Source: an optimization exercise on an open RTL-to-GDS flow (aim: small area, a short achievable clock period and few clock cycles). Production flows keep margins and buffers that such runs may drop. Only simulation tests tie the RTL to the original design; equivalence was not proved. Power and IR drop assume default switching activity.

==> run a <==
==> flow/design.v <==
package csgsc_pkg;
  localparam int LIST_DEPTH_DEF = 16;
  localparam int DIST_W = 32;
  localparam int TAG_W = 16;
  localparam int CMD_W = 2;
  localparam int OP_W = 2;
  localparam logic [CMD_W-1:0] CMD_APPEND_A = 2'd0;
  localparam logic [CMD_W-1:0] CMD_APPEND_B = 2'd1;
  localparam logic [CMD_W-1:0] CMD_COMBINE = 2'd2;
  localparam logic [OP_W-1:0] OP_UNION = 2'd0;
  localparam logic [OP_W-1:0] OP_INTER = 2'd1;
  localparam logic [OP_W-1:0] OP_DIFF = 2'd2;
  typedef struct packed {
    logic [CMD_W-1:0] command;
    logic signed [DIST_W-1:0] hit_distance;
    logic [TAG_W-1:0] hit_tag;
  } cmd_beat_t;
  typedef struct packed {
    logic signed [DIST_W-1:0] out_distance;
    logic [TAG_W-1:0] out_tag;
    logic out_valid;
    logic out_last;
    logic overflow;
  } res_beat_t;
  typedef struct packed {
    logic signed [DIST_W-1:0] hit_dist;
    logic [TAG_W-1:0] tag;
  } hit_t;
  typedef struct packed {
    logic append_a;
    logic append_b;
    logic start;
    logic step;
    logic flush;
  } ctl_t;
  typedef struct packed {
    logic walk_done;
    logic step_blocked;
    logic out_can_load;
  } sts_t;
endpackage
module csg_ray_span_combine (
  input  logic                       clk,
  input  logic                       rst,
  input  logic                       cfg_write_en,
  input  logic [csgsc_pkg::OP_W-1:0] cfg_write_data,
  input  logic                       cmd_valid,
  output logic                       cmd_ready,
  input  csgsc_pkg::cmd_beat_t       cmd_beat,
  output logic                       res_valid,
  input  logic                       res_ready,
  output csgsc_pkg::res_beat_t       res_beat
);
  localparam int DW = csgsc_pkg::DIST_W;
  localparam int TW = csgsc_pkg::TAG_W;
  localparam int HW = DW + TW;
  localparam int QD = 3;              
  localparam int QW = $clog2(QD + 1);
  logic          rdy;             
  logic [HW-1:0] mem_a [0:15];
  logic [HW-1:0] mem_b [0:15];
  logic [3:0]    wpa, wpb;        
  logic [3:0]    rpa, rpb;        
  logic [3:0]    rpa2, rpb2;      
  logic [4:0]    occa, occb;      
  logic [4:0]    cna, cnb;        
  logic          drop_new;
  logic [1:0]    bool_op;
  logic signed [DW-1:0] hda0, hda1, hdb0, hdb1;
  logic          cab;             
  logic [4:0]    qla [0:QD-1];
  logic [4:0]    qlb [0:QD-1];
  logic          qovf [0:QD-1];
  logic [QW-1:0] qn;
  logic          wv;              
  logic [4:0]    wla, wlb;        
  logic          a_left, b_left;  
  logic          last1;           
  logic          wovf;
  logic          ina, inb, was_in;
  logic          wfin;            
  logic          pv, pfin, pval, povf;
  logic [HW-1:0] phit;
  logic          rfull;           
  logic acc, app_a, app_b, push, wr_a, wr_b, drop_a, drop_b;
  logic [HW-1:0] ihit;
  assign ihit  = {cmd_beat.hit_distance, cmd_beat.hit_tag};
  assign acc   = rdy && cmd_valid;
  assign app_a = acc && (cmd_beat.command == csgsc_pkg::CMD_APPEND_A);
  assign app_b = acc && (cmd_beat.command == csgsc_pkg::CMD_APPEND_B);
  assign push  = acc && (cmd_beat.command == csgsc_pkg::CMD_COMBINE);
  assign drop_a = app_a && cna[4];
  assign drop_b = app_b && cnb[4];
  assign wr_a   = app_a && !cna[4];
  assign wr_b   = app_b && !cnb[4];
  logic take_a, go, pop_a, pop_b, empty_c;
  logic kept_a, kept_b, kept, need_slot, fin_now, pcur, emit, wdone, wfree;
  logic quiet, fin_step;
  logic rload;
  function automatic logic inside_f(input logic [1:0] op, input logic a,
                                    input logic b);
    case (op)
      csgsc_pkg::OP_INTER: inside_f = a & b;
      csgsc_pkg::OP_DIFF:  inside_f = a & ~b;
      default:             inside_f = a | b;
    endcase
  endfunction
  assign empty_c = !a_left && !b_left;
  assign take_a  = a_left && (!b_left || cab);
  assign rload   = !rfull || res_ready;
  assign go      = wv && (!pv || rload);
  assign pop_a   = go && take_a;
  assign pop_b   = go && !take_a && b_left;
  assign kept_a  = inside_f(bool_op, !ina, inb) != was_in;
  assign kept_b  = inside_f(bool_op, ina, !inb) != was_in;
  assign kept    = !empty_c && (take_a ? kept_a : kept_b);
  always_comb begin
    case (bool_op)
      csgsc_pkg::OP_INTER: quiet = (!a_left && !ina) || (!b_left && !inb);
      csgsc_pkg::OP_DIFF:  quiet = (!a_left && !ina) || (!b_left && inb);
      default:             quiet = (!a_left && ina) || (!b_left && inb);
    endcase
  end
  assign fin_step  = !wfin && (empty_c || last1 || quiet);
  assign pcur      = pv && !pfin;
  assign need_slot = !wfin && (empty_c || kept || (fin_step && !pcur));
  assign fin_now = go && fin_step && !kept;
  assign emit    = pv && rload && (pfin || (go && need_slot) || fin_now);
  assign wdone   = go && (empty_c || last1);
  assign wfree   = !wv || wdone;
  logic wa_h0, wa_h1, wb_h0, wb_h1;
  assign wa_h0 = wr_a && (pop_a ? (occa == 5'd1) : (occa == 5'd0));
  assign wa_h1 = wr_a && (pop_a ? (occa == 5'd2) : (occa == 5'd1));
  assign wb_h0 = wr_b && (pop_b ? (occb == 5'd1) : (occb == 5'd0));
  assign wb_h1 = wr_b && (pop_b ? (occb == 5'd2) : (occb == 5'd1));
  function automatic logic lt_f(input logic [DW-1:0] a, input logic [DW-1:0] b);
    logic [DW-1:0] l, e;
    logic [DW-1:0] a2, b2;
    a2 = {~a[DW-1], a[DW-2:0]};
    b2 = {~b[DW-1], b[DW-2:0]};
    l = ~a2 & b2;
    e = ~(a2 ^ b2);
    for (int w = 1; w < DW; w = w * 2) begin
      for (int i = 0; i + w < DW; i = i + 2 * w) begin
        l[i] = l[i + w] | (e[i + w] & l[i]);
        e[i] = e[i + w] & e[i];
      end
    end
    lt_f = l[0];
  endfunction
  logic c_a, c_b, c_0;
  assign c_a = lt_f(hda1, hdb0);
  assign c_b = lt_f(hda0, hdb1);
  assign c_0 = lt_f(hda0, hdb0);
  logic [4:0] occa_n, occb_n, cna_n, cnb_n, wla_n, wlb_n;
  logic [QW-1:0] qn_n;
  logic qpop, qpush;
  assign cna_n  = push ? 5'd0 : cna + {4'd0, wr_a};
  assign cnb_n  = push ? 5'd0 : cnb + {4'd0, wr_b};
  logic [4:0] occa_p, occa_m, occb_p, occb_m;
  assign occa_p = occa + 5'd1;
  assign occa_m = occa - 5'd1;
  assign occb_p = occb + 5'd1;
  assign occb_m = occb - 5'd1;
  assign occa_n = pop_a ? (wr_a ? occa : occa_m) : (wr_a ? occa_p : occa);
  assign occb_n = pop_b ? (wr_b ? occb : occb_m) : (wr_b ? occb_p : occb);
  assign qpop   = wfree && qn != '0;
  assign qpush  = push && !(wfree && qn == '0);
  assign qn_n   = qn + QW'(qpush) - QW'(qpop);
  logic [4:0] la_src, lb_src, wla_m, wlb_m;
  logic al_n, bl_n, l1_n, al_src, bl_src, l1_src;
  logic wla1, wlb1, wla2, wlb2;
  assign la_src = qn != '0 ? qla[0] : cna;
  assign lb_src = qn != '0 ? qlb[0] : cnb;
  assign al_src = la_src != 5'd0;
  assign bl_src = lb_src != 5'd0;
  assign l1_src = (la_src == 5'd1 && !bl_src) || (lb_src == 5'd1 && !al_src);
  assign wla_m = wla - 5'd1;
  assign wlb_m = wlb - 5'd1;
  assign wla1 = wla == 5'd1;
  assign wlb1 = wlb == 5'd1;
  assign wla2 = wla == 5'd2;
  assign wlb2 = wlb == 5'd2;
  always_comb begin
    if (wfree) begin
      wla_n = la_src; wlb_n = lb_src;
      al_n = al_src; bl_n = bl_src; l1_n = l1_src;
    end else if (pop_a) begin
      wla_n = wla_m; wlb_n = wlb;
      al_n = !wla1; bl_n = b_left;
      l1_n = (wla2 && !b_left) || (wla1 && wlb1);
    end else if (pop_b) begin
      wla_n = wla; wlb_n = wlb_m;
      al_n = a_left; bl_n = !wlb1;
      l1_n = (wlb2 && !a_left) || (wlb1 && wla1);
    end else begin
      wla_n = wla; wlb_n = wlb;
      al_n = a_left; bl_n = b_left; l1_n = last1;
    end
  end
  logic rdy_n, a16_n, b16_n, na16_n, nb16_n, qf_n;
  assign na16_n = !push && (wr_a ? (cna == 5'd15) : cna[4]);
  assign nb16_n = !push && (wr_b ? (cnb == 5'd15) : cnb[4]);
  assign a16_n  = wr_a ? (pop_a ? occa[4] : (occa == 5'd15)) : (!pop_a && occa[4]);
  assign b16_n  = wr_b ? (pop_b ? occb[4] : (occb == 5'd15)) : (!pop_b && occb[4]);
  assign qf_n   = qpush ? (qpop ? (qn == QW'(QD)) : (qn == QW'(QD - 1)))
                        : (!qpop && (qn == QW'(QD)));
  assign rdy_n  = (na16_n || !a16_n) && (nb16_n || !b16_n) && !qf_n;
  always_ff @(posedge clk) begin
    if (wr_a) mem_a[wpa] <= ihit;
    if (wr_b) mem_b[wpb] <= ihit;
    cab <= pop_a ? c_a : pop_b ? c_b : c_0;
    if (wa_h0)      hda0 <= ihit[HW-1:TW];
    else if (pop_a) hda0 <= hda1;
    if (wa_h1)      hda1 <= ihit[HW-1:TW];
    else if (pop_a) hda1 <= mem_a[rpa2][HW-1:TW];
    if (wb_h0)      hdb0 <= ihit[HW-1:TW];
    else if (pop_b) hdb0 <= hdb1;
    if (wb_h1)      hdb1 <= ihit[HW-1:TW];
    else if (pop_b) hdb1 <= mem_b[rpb2][HW-1:TW];
  end
  always_ff @(posedge clk) begin
    if (rst) begin
      rdy <= 1'b1;
      wpa <= '0; wpb <= '0; rpa <= '0; rpb <= '0;
      rpa2 <= 4'd2; rpb2 <= 4'd2;
      occa <= '0; occb <= '0; cna <= '0; cnb <= '0;
      drop_new <= 1'b0;
      bool_op <= csgsc_pkg::OP_UNION;
      qn <= '0;
      wv <= 1'b0;
      pv <= 1'b0;
      rfull <= 1'b0;
    end else begin
      rdy <= rdy_n;
      if (cfg_write_en) bool_op <= cfg_write_data;
      if (wr_a) wpa <= wpa + 4'd1;
      if (wr_b) wpb <= wpb + 4'd1;
      if (pop_a) begin rpa <= rpa + 4'd1; rpa2 <= rpa2 + 4'd1; end
      if (pop_b) begin rpb <= rpb + 4'd1; rpb2 <= rpb2 + 4'd1; end
      occa <= occa_n;
      occb <= occb_n;
      cna <= cna_n;
      cnb <= cnb_n;
      if (push) drop_new <= 1'b0;
      else if (drop_a || drop_b) drop_new <= 1'b1;
      qn <= qn_n;
      if (wfree) wv <= (qn != '0) || push;
      if (go && need_slot) pv <= 1'b1;
      else if (emit) pv <= 1'b0;
      if (rload) rfull <= emit;
    end
  end
  always_ff @(posedge clk) begin
    for (int i = 0; i < QD; i++) begin
      if (qpush && (int'(qn) - (qpop ? 1 : 0) == i)) begin
        qla[i] <= cna; qlb[i] <= cnb; qovf[i] <= drop_new;
      end else if (qpop && i < QD - 1) begin
        qla[i] <= qla[i+1]; qlb[i] <= qlb[i+1]; qovf[i] <= qovf[i+1];
      end
    end
  end
  always_ff @(posedge clk) begin
    wla <= wla_n;
    wlb <= wlb_n;
    a_left <= al_n;
    b_left <= bl_n;
    last1 <= l1_n;
    if (wfree) begin
      wovf <= qn != '0 ? qovf[0] : drop_new;
      ina <= 1'b0; inb <= 1'b0; was_in <= 1'b0;
      wfin <= 1'b0;
    end else if (go && !empty_c) begin
      ina <= ina ^ take_a;
      inb <= inb ^ !take_a;
      was_in <= inside_f(bool_op, ina ^ take_a, inb ^ !take_a);
      if (fin_step) wfin <= 1'b1;
    end
  end
  always_ff @(posedge clk) begin
    if (go && need_slot) begin
      if (kept) begin
        phit <= take_a ? {hda0, mem_a[rpa][TW-1:0]} : {hdb0, mem_b[rpb][TW-1:0]};
        pval <= 1'b1;
      end else begin
        phit <= '0; pval <= 1'b0;
      end
      povf <= wovf;
      pfin <= fin_step;
    end else if (go && fin_step) begin
      pfin <= 1'b1;
    end
  end
  always_ff @(posedge clk) begin
    if (emit) res_beat <= {phit, pval, pfin || fin_now, povf};
  end
  assign cmd_ready = rdy;
  assign res_valid = rfull;
endmodule
==> flow/flow/run.sh <==
#!/bin/bash
# Standard layout, with the port buffers made from buf_4 instead of the
# slow delay buffer buffer_ports picks by default.
set -euo pipefail
export BUFFER_PORTS_ARGS="-buffer_cell sky130_fd_sc_hd__buf_4"
bash standard.sh > standard_flow.log 2>&1
==> flow/standard.sh <==
#!/bin/bash
# synth_recipe.tcl (not shown) runs the flow's synth.tcl, then flattens the netlist and writes it again
# the make line also repeats each setting of config.mk as NAME=value (left out here)
make -C /OpenROAD-flow-scripts/flow DESIGN_CONFIG=/design/flow/config.mk WORK_HOME=/design/flow/orfs CLKGATE_MAP_FILE= SYNTH_SCRIPT=/design/flow/synth_recipe.tcl "${@:-finish}"
==> flow/config.mk <==
export PLATFORM = sky130hd
export DESIGN_NAME = csg_ray_span_combine
export DESIGN_NICKNAME = csg_ray_span_combine
export VERILOG_FILES = /design/flow/design.v
export SDC_FILE = /design/flow/constraint.sdc
export NUM_CORES = 4
export LEC_CHECK = 0
export CAP_MARGIN = 20
export CORE_MARGIN = 2
export CORE_UTILIZATION = 40
export CTS_CLUSTER_DIAMETER = 100
export CTS_CLUSTER_SIZE = 30
export SETUP_SLACK_MARGIN = 3.0
export SLEW_MARGIN = 20
==> flow/constraint.sdc <==
create_clock -name core_clock -period 5.5 [get_ports {clk}]
set_input_delay 1.1000 -clock core_clock [delete_from_list [all_inputs] [get_ports {clk}]]
set_output_delay 1.1000 -clock core_clock [all_outputs]
set_load 0.01 [all_outputs]
==> run b: changes against run a <==
==> flow/run.sh (new file) <==
#!/bin/bash
# synth_recipe.tcl (not shown) runs the flow's synth.tcl, then flattens the netlist and writes it again
# the make line also repeats each setting of config.mk as NAME=value (left out here)
make -C /OpenROAD-flow-scripts/flow DESIGN_CONFIG=/design/flow/config.mk WORK_HOME=/design/flow/orfs CLKGATE_MAP_FILE= SYNTH_SCRIPT=/design/flow/synth_recipe.tcl finish
--- a/flow/config.mk
+++ b/flow/config.mk
@@ -9,6 +9,4 @@
 export CORE_MARGIN = 2
 export CORE_UTILIZATION = 40
-export CTS_CLUSTER_DIAMETER = 100
-export CTS_CLUSTER_SIZE = 30
 export SETUP_SLACK_MARGIN = 3.0
 export SLEW_MARGIN = 20
removed: flow/flow/run.sh
removed: flow/standard.sh
==> run c: changes against run a <==
--- a/flow/design.v
+++ b/flow/design.v
@@ -130,8 +130,8 @@
   assign wfree   = !wv || wdone;
   logic wa_h0, wa_h1, wb_h0, wb_h1;
-  assign wa_h0 = wr_a && (pop_a ? (occa == 5'd1) : (occa == 5'd0));
-  assign wa_h1 = wr_a && (pop_a ? (occa == 5'd2) : (occa == 5'd1));
-  assign wb_h0 = wr_b && (pop_b ? (occb == 5'd1) : (occb == 5'd0));
-  assign wb_h1 = wr_b && (pop_b ? (occb == 5'd2) : (occb == 5'd1));
+  assign wa_h0 = pop_a ? (occa == 5'd1) : (occa == 5'd0);
+  assign wa_h1 = pop_a ? (occa == 5'd2) : (occa == 5'd1);
+  assign wb_h0 = pop_b ? (occb == 5'd1) : (occb == 5'd0);
+  assign wb_h1 = pop_b ? (occb == 5'd2) : (occb == 5'd1);
   function automatic logic lt_f(input logic [DW-1:0] a, input logic [DW-1:0] b);
     logic [DW-1:0] l, e;
@@ -208,6 +208,6 @@
   assign rdy_n  = (na16_n || !a16_n) && (nb16_n || !b16_n) && !qf_n;
   always_ff @(posedge clk) begin
-    if (wr_a) mem_a[wpa] <= ihit;
-    if (wr_b) mem_b[wpb] <= ihit;
+    if (!occa[4]) mem_a[wpa] <= ihit;
+    if (!occb[4]) mem_b[wpb] <= ihit;
     cab <= pop_a ? c_a : pop_b ? c_b : c_0;
     if (wa_h0)      hda0 <= ihit[HW-1:TW];
@@ -254,5 +254,5 @@
   always_ff @(posedge clk) begin
     for (int i = 0; i < QD; i++) begin
-      if (qpush && (int'(qn) - (qpop ? 1 : 0) == i)) begin
+      if (int'(qn) - (qpop ? 1 : 0) == i) begin
         qla[i] <= cna; qlb[i] <= cnb; qovf[i] <= drop_new;
       end else if (qpop && i < QD - 1) begin
--- a/flow/config.mk
+++ b/flow/config.mk
@@ -9,6 +9,7 @@
 export CORE_MARGIN = 2
 export CORE_UTILIZATION = 40
-export CTS_CLUSTER_DIAMETER = 100
-export CTS_CLUSTER_SIZE = 30
-export SETUP_SLACK_MARGIN = 3.0
+export CTS_CLUSTER_DIAMETER = 120
+export CTS_CLUSTER_SIZE = 22
+export PLACE_DENSITY = 0.75
+export SETUP_SLACK_MARGIN = 2.9
 export SLEW_MARGIN = 20
==> comparison table <==
                                                                                run c                    run a                    run b
Outcome                                                       complete, no violations  complete, no violations  complete, no violations
Register area                                                               56000 um2                56000 um2                56000 um2
Cell area power density                                                    441 nW/um2               399 nW/um2               444 nW/um2
Detailed Route WL                                                              184 mm                   208 mm                   217 mm
Slowest stage delay, CP                                                        730 ps                   800 ps                   640 ps
Fraction of final layout cells sized beyond drive strength 1                    27.7%                    32.0%                    35.1%
Routed length per placed instance                                             29.1 um                  32.3 um                  32.1 um
Buf+Inv Stages, Crit Path                                                           1                        2                        3
WS Path Type                                                                  reg2reg                   in2reg                  reg2reg
Max VDD drop                                                               0.000364 V               0.000334 V               0.000393 V
Worst Hold Slack                                                               425 ps                   428 ps                   408 ps
Avg Synthesized Cell Area                                                    20.8 um2                 20.8 um2                 20.8 um2
Worst clock skew                                                              43.2 ps                  44.0 ps                  52.1 ps
Initial cell density of the core                                                40.3%                    40.3%                    40.3%
Number of CTS-inserted buffers                                                     96                       74                      193
Number of global-route vias before repair                                       36.4k                    36.2k                    38.5k
Gate power share                                                                28.0%                    28.0%                    24.3%
Maximum clock frequency                                                       376 MHz                  357 MHz                  379 MHz
Synthesized-area fraction occupied by xor and xnor cells                       0.551%                   0.515%                   0.515%
Testbench counts of run a, summed over its fixed seeds: cycles 5,559.
Testbench counts of run b, summed over its fixed seeds: cycles 5,559.
Testbench counts of run c, summed over its fixed seeds: cycles 5,559.

port drivers added, routing unchanged:
The results above use ideal ports. As a check the final layouts listed here were re-extracted and re-timed, cells and wires unchanged. Step 1, drivers: a clkbuf_16 drives clk and a buf_2 each remaining input, both assumed. Step 2 adds t to the input delays and takes it off the output delays; t is the mean of the earliest and latest rising clock arrival at the registers after step 1. Input paths then give back, and output paths get back, about the clock's delay inside the block. Three values: ideal, step 1, step 2; two values: the first two.
run	t (ns)	setup slack, ns	latest minus earliest clock arrival (ns)
run a	0.808	2.701 / 2.722 / 1.913	0.051 / 0.051
run b	0.914	2.863 / 2.860 / 2.145	0.063 / 0.063
run c	0.817	2.838 / 2.838 / 2.188	0.047 / 0.047
After both steps every run listed still meets setup and hold. The setup slack of run a, which loses most, moves by +0.021 ns with the drivers and by -0.788 ns with both steps.
